Source: an optimization exercise on an open RTL-to-GDS flow (aim: small area). Production flows keep margins and buffers that such runs may drop.
Only simulation tests tie the RTL to the original design; equivalence was not proved.
Power is estimated from default activity; no workload was simulated.

Setup of epsilon:
==> flow/design.v (excerpt) <==
module timed_rgbw_light_interpolator_top #(
  parameter int unsigned SLOTS = 16
) (
  input  logic        clk_i,
  input  logic        rst_ni,
  input  logic        in_valid_i,
  output logic        in_ready_o,
  input  logic        op_i,
  input  logic [3:0]  entry_index_i,
  input  logic        entry_valid_i,
  input  logic [4:0]  entry_hour_i,
  input  logic [5:0]  entry_minute_i,
  input  logic [7:0]  entry_red_i,
  input  logic [7:0]  entry_green_i,
  input  logic [7:0]  entry_blue_i,
  input  logic [7:0]  entry_white_i,
  input  logic [31:0] now_unix_i,
  input  logic [4:0]  now_hour_i,
  input  logic [5:0]  now_minute_i,
  output logic        out_valid_o,
  input  logic        out_ready_i,
  output logic        active_o,
  output logic [7:0]  level_red_o,
  output logic [7:0]  level_green_o,
  output logic [7:0]  level_blue_o,
  output logic [7:0]  level_white_o
);
  typedef enum logic [3:0] {
    S_IDLE,
    S_SCANW,    
    S_SCAN,     
    S_SCANE,    
    S_SCAN2W,   
    S_SCAN2,    
    S_TP,       
    S_CHK,      
    S_ADVW,     
    S_ADVS,     
    S_XF,       
    S_CAP,      
    S_DIV,      
    S_RST,      
    S_FIN
  } state_e;
  state_e state_q, state_d;
  logic [3:0]        pos_q;
  logic [15:0][43:0] mem_q;
  logic [43:0]       head, wdata, pwr;
  logic              init_q, wr, load_take;
  ...
Settings: LEC_CHECK=0, CAP_MARGIN=20, CORE_MARGIN=2, CORE_UTILIZATION=45, PLACE_DENSITY=0.6, SLEW_MARGIN=20; clock period 12.0 ns.
standard.sh (not shown) runs the stock make flow with config.mk's settings and CLKGATE_MAP_FILE= SYNTH_SCRIPT=/design/flow/synth_recipe.tcl, a recipe that flattens the netlist after the stock synthesis.
==> flow/flow/run.sh <==
#!/bin/bash
# Own layout flow: the standard flow (standard.sh, unchanged synthesis,
# floorplan, power grid and tap cells), with these changes:
#   * ports are buffered with the smallest buffer (buf_1) instead of the default;
#   * clock tree synthesis without dummy loads and with sink clusters of up
#     to 24 flip-flops within 150 um.
# Each tool's full output stays in orfs/logs/; make's own output goes to
# flow_make.log in this folder.
set -euo pipefail
cd "$(dirname "$0")/.."
bash standard.sh \
  BUFFER_PORTS_ARGS="-buffer_cell sky130_fd_sc_hd__buf_1" \
  CTS_ARGS="-sink_clustering_enable -repair_clock_nets -dont_use_dummy_load -sink_clustering_size 24 -sink_clustering_max_diameter 150" \
  finish > flow_make.log 2>&1
epsilon: flow completed, timing, DRC and antenna clean
diff inputs: epsilon => delta
-- flow/design.v --
<<< epsilon, line 44
    S_ADVS,     
    S_XF,       
    S_CAP,      
    S_DIV,      
    S_RST,      
>>> delta, line 44
    S_ADVS,     
    S_XF,       
    S_CAP0,     
    S_DIV,      
    S_RST,      
<<< epsilon, line 86
  logic [7:0]  q_q;                
  logic [7:0]  p_q, n_q;           
  logic [3:0]  prev_q, next_q;
  logic [31:0] lvl_q;
  logic        act_q, oval_q, pend_q, empty_q;
  logic        found_q, hprev_q, walk_q, stop_q, wprev_q, pin_q;
  logic        adjn_q, adjp_q, advd_q, tgt_q, gt_q, den0_q, eneg_q;
  logic        gotp_q, gotn_q;
  logic [2:0]  step_q, ph_q;
>>> delta, line 86
  logic [7:0]  q_q;                
  logic [7:0]  p_q, n_q;           
  logic [7:0]  p2_q, n2_q;         
  logic [3:0]  prev_q, next_q;
  logic [31:0] lvl_q;
  logic        act_q, oval_q, pend_q, empty_q;
  logic        found_q, hprev_q, walk_q, stop_q, wprev_q, pin_q;
  logic        adjn_q, adjp_q, advd_q, tgt_q, gt_q, den0_q, eneg_q, c_q;
  logic        gotp_q, gotn_q;
  logic [2:0]  step_q, ph_q;
<<< epsilon, line 134
  logic e_bit;
  assign e_bit = n_q[3'd7 - step_q];
  logic [7:0] h_lvl;
  always_comb begin
    unique case (ch_q)
      2'd0:    h_lvl = head[7:0];
      2'd1:    h_lvl = head[15:8];
>>> delta, line 135
  logic e_bit;
  assign e_bit = n_q[3'd7 - step_q];
  logic [1:0] cap_ch;
  logic [7:0] h_lvl;
  assign cap_ch = (state_q == S_DIV) ? (ch_q + 2'd1) : ch_q;
  always_comb begin
    unique case (cap_ch)
      2'd0:    h_lvl = head[7:0];
      2'd1:    h_lvl = head[15:8];
<<< epsilon, line 209
            ysel = den0_q ? Y_0 : Y_Q;
            inv  = !den0_q && eneg_q;
            cin  = !den0_q && eneg_q;
          end
        endcase
>>> delta, line 212
            ysel = den0_q ? Y_0 : Y_Q;
            inv  = !den0_q && eneg_q;
            cin  = !den0_q && (eneg_q ? !c_q : c_q);
          end
        endcase
<<< epsilon, line 254
      S_ADVW: if (pos_q == next_q) state_d = S_ADVS;
      S_ADVS: if (h_valid) state_d = S_TP;
      S_XF:   if (step_q == 3'd7) state_d = S_CAP;
      S_CAP:  if ((gotp_q || pos_q == prev_q) && (gotn_q || pos_q == next_q)) state_d = S_DIV;
      S_DIV:  if (ph_q == 3'd6) state_d = (ch_q == 2'd3) ? S_RST : S_CAP;
      S_RST:  if (step_q == 3'd4) state_d = S_FIN;
      S_FIN:  state_d = S_IDLE;
>>> delta, line 257
      S_ADVW: if (pos_q == next_q) state_d = S_ADVS;
      S_ADVS: if (h_valid) state_d = S_TP;
      S_XF:   if (step_q == 3'd7) state_d = S_CAP0;
      S_CAP0: if ((gotp_q || pos_q == prev_q) && (gotn_q || pos_q == next_q)) state_d = S_DIV;
      S_DIV:  if (ph_q == 3'd6 && ch_q == 2'd3) state_d = S_RST;
      S_RST:  if (step_q == 3'd4) state_d = S_FIN;
      S_FIN:  state_d = S_IDLE;
<<< epsilon, line 306
              prev_q  <= pos_q;
              hprev_q <= 1'b1;
              lvl_q[10:0] <= h_hm;
              adjp_q  <= 1'b0;
            end
>>> delta, line 309
              prev_q  <= pos_q;
              hprev_q <= 1'b1;
              p2_q    <= {3'b000, h_hour};
              n2_q    <= {2'b00, h_min};
              adjp_q  <= 1'b0;
            end
<<< epsilon, line 315
              prev_q  <= pos_q;
              wprev_q <= 1'b1;
              lvl_q[10:0] <= h_hm;
              adjp_q  <= later;
            end
>>> delta, line 319
              prev_q  <= pos_q;
              wprev_q <= 1'b1;
              p2_q    <= {3'b000, h_hour};
              n2_q    <= {2'b00, h_min};
              adjp_q  <= later;
            end
<<< epsilon, line 347
          tgt_q <= !tgt_q;
          if (!pin_q) begin
            p_q <= {3'b000, lvl_q[10:6]};
            n_q <= {2'b00, lvl_q[5:0]};
          end
        end
>>> delta, line 352
          tgt_q <= !tgt_q;
          if (!pin_q) begin
            p_q <= p2_q;
            n_q <= n2_q;
          end
        end
<<< epsilon, line 382
        end
      end
      S_CAP: begin
        if (pos_q == prev_q) begin p_q <= h_lvl; gotp_q <= 1'b1; end
        if (pos_q == next_q) begin n_q <= h_lvl; gotn_q <= 1'b1; end
      end
      S_DIV: begin
        unique case (ph_q)
          3'd0: begin
>>> delta, line 387
        end
      end
      S_CAP0: begin
        if (pos_q == prev_q) begin p_q <= h_lvl; gotp_q <= 1'b1; end
        if (pos_q == next_q) begin n_q <= h_lvl; gotn_q <= 1'b1; end
      end
      S_DIV: begin
        if (pos_q == prev_q) p2_q <= h_lvl;
        if (pos_q == next_q) n2_q <= h_lvl;
        unique case (ph_q)
          3'd0: begin
<<< epsilon, line 419
          end
          3'd5: begin
            if (cout) q_q <= q_q + 8'd1;
            ph_q <= 3'd6;
          end
>>> delta, line 426
          end
          3'd5: begin
            c_q  <= cout;
            ph_q <= 3'd6;
          end
<<< epsilon, line 432
            ph_q   <= 3'd0;
            step_q <= 3'd0;
            gotp_q <= 1'b0;
            gotn_q <= 1'b0;
          end
        endcase
>>> delta, line 439
            ph_q   <= 3'd0;
            step_q <= 3'd0;
            p_q    <= p2_q;
            n_q    <= n2_q;
          end
        endcase
In delta, the area added between synthesis and finish came out 0.31 points above the value in epsilon. Relative to epsilon, delta improves reported leakage power. Critical path endpoint = r_q[25]$_DFF_P_: delta; critical path endpoint = n_q[3]$_DFFE_PP_: epsilon. Wire length after detailed routing: delta vs epsilon down 3.9%. Relative to epsilon, the number of combinational gates with multiple inputs of delta is lower by 72. Clock buffer count, delta vs epsilon: up by a few percent. Final setup violation count: epsilon vs delta identical. NOTE highest attainable clock frequency epsilon->delta decreased slightly. In the tables for epsilon and delta, setup slack reads lower with delta. For the net switching share of the total power, delta came in 2.5 points lower than epsilon did.

-- re-timing with driven ports --
How much do the figures lean on ideal ports? The routed layouts below were timed once more, with nothing changed but the port constraints.
Step 1: set_driving_cell puts a clkbuf_16 on clk_i and a buf_2 on each other input, an assumption about the parent block.
Step 2 times the ports against the registers' clock, not the clock port: input delays grow and output delays shrink by t, the midpoint of the rising clock arrivals with the driver on.
Slacks: no drivers / after step 1 / after step 2; pairs: no drivers / after step 1.
| run | shift t [ns] | setup WS [ns] | worst hold slack (ns) | worst setup path after step 2 | cell pins on the clock port's net |
|---|---|---|---|---|---|
| epsilon | 0.639 | 4.330 / 4.330 / 4.330 | 0.295 / 0.295 / 0.295 | register to register | 1 |
| delta | 0.629 | 4.253 / 4.253 / 4.253 | 0.283 / 0.283 / 0.283 | register to register | 1 |
After both steps every run listed still meets setup and hold.
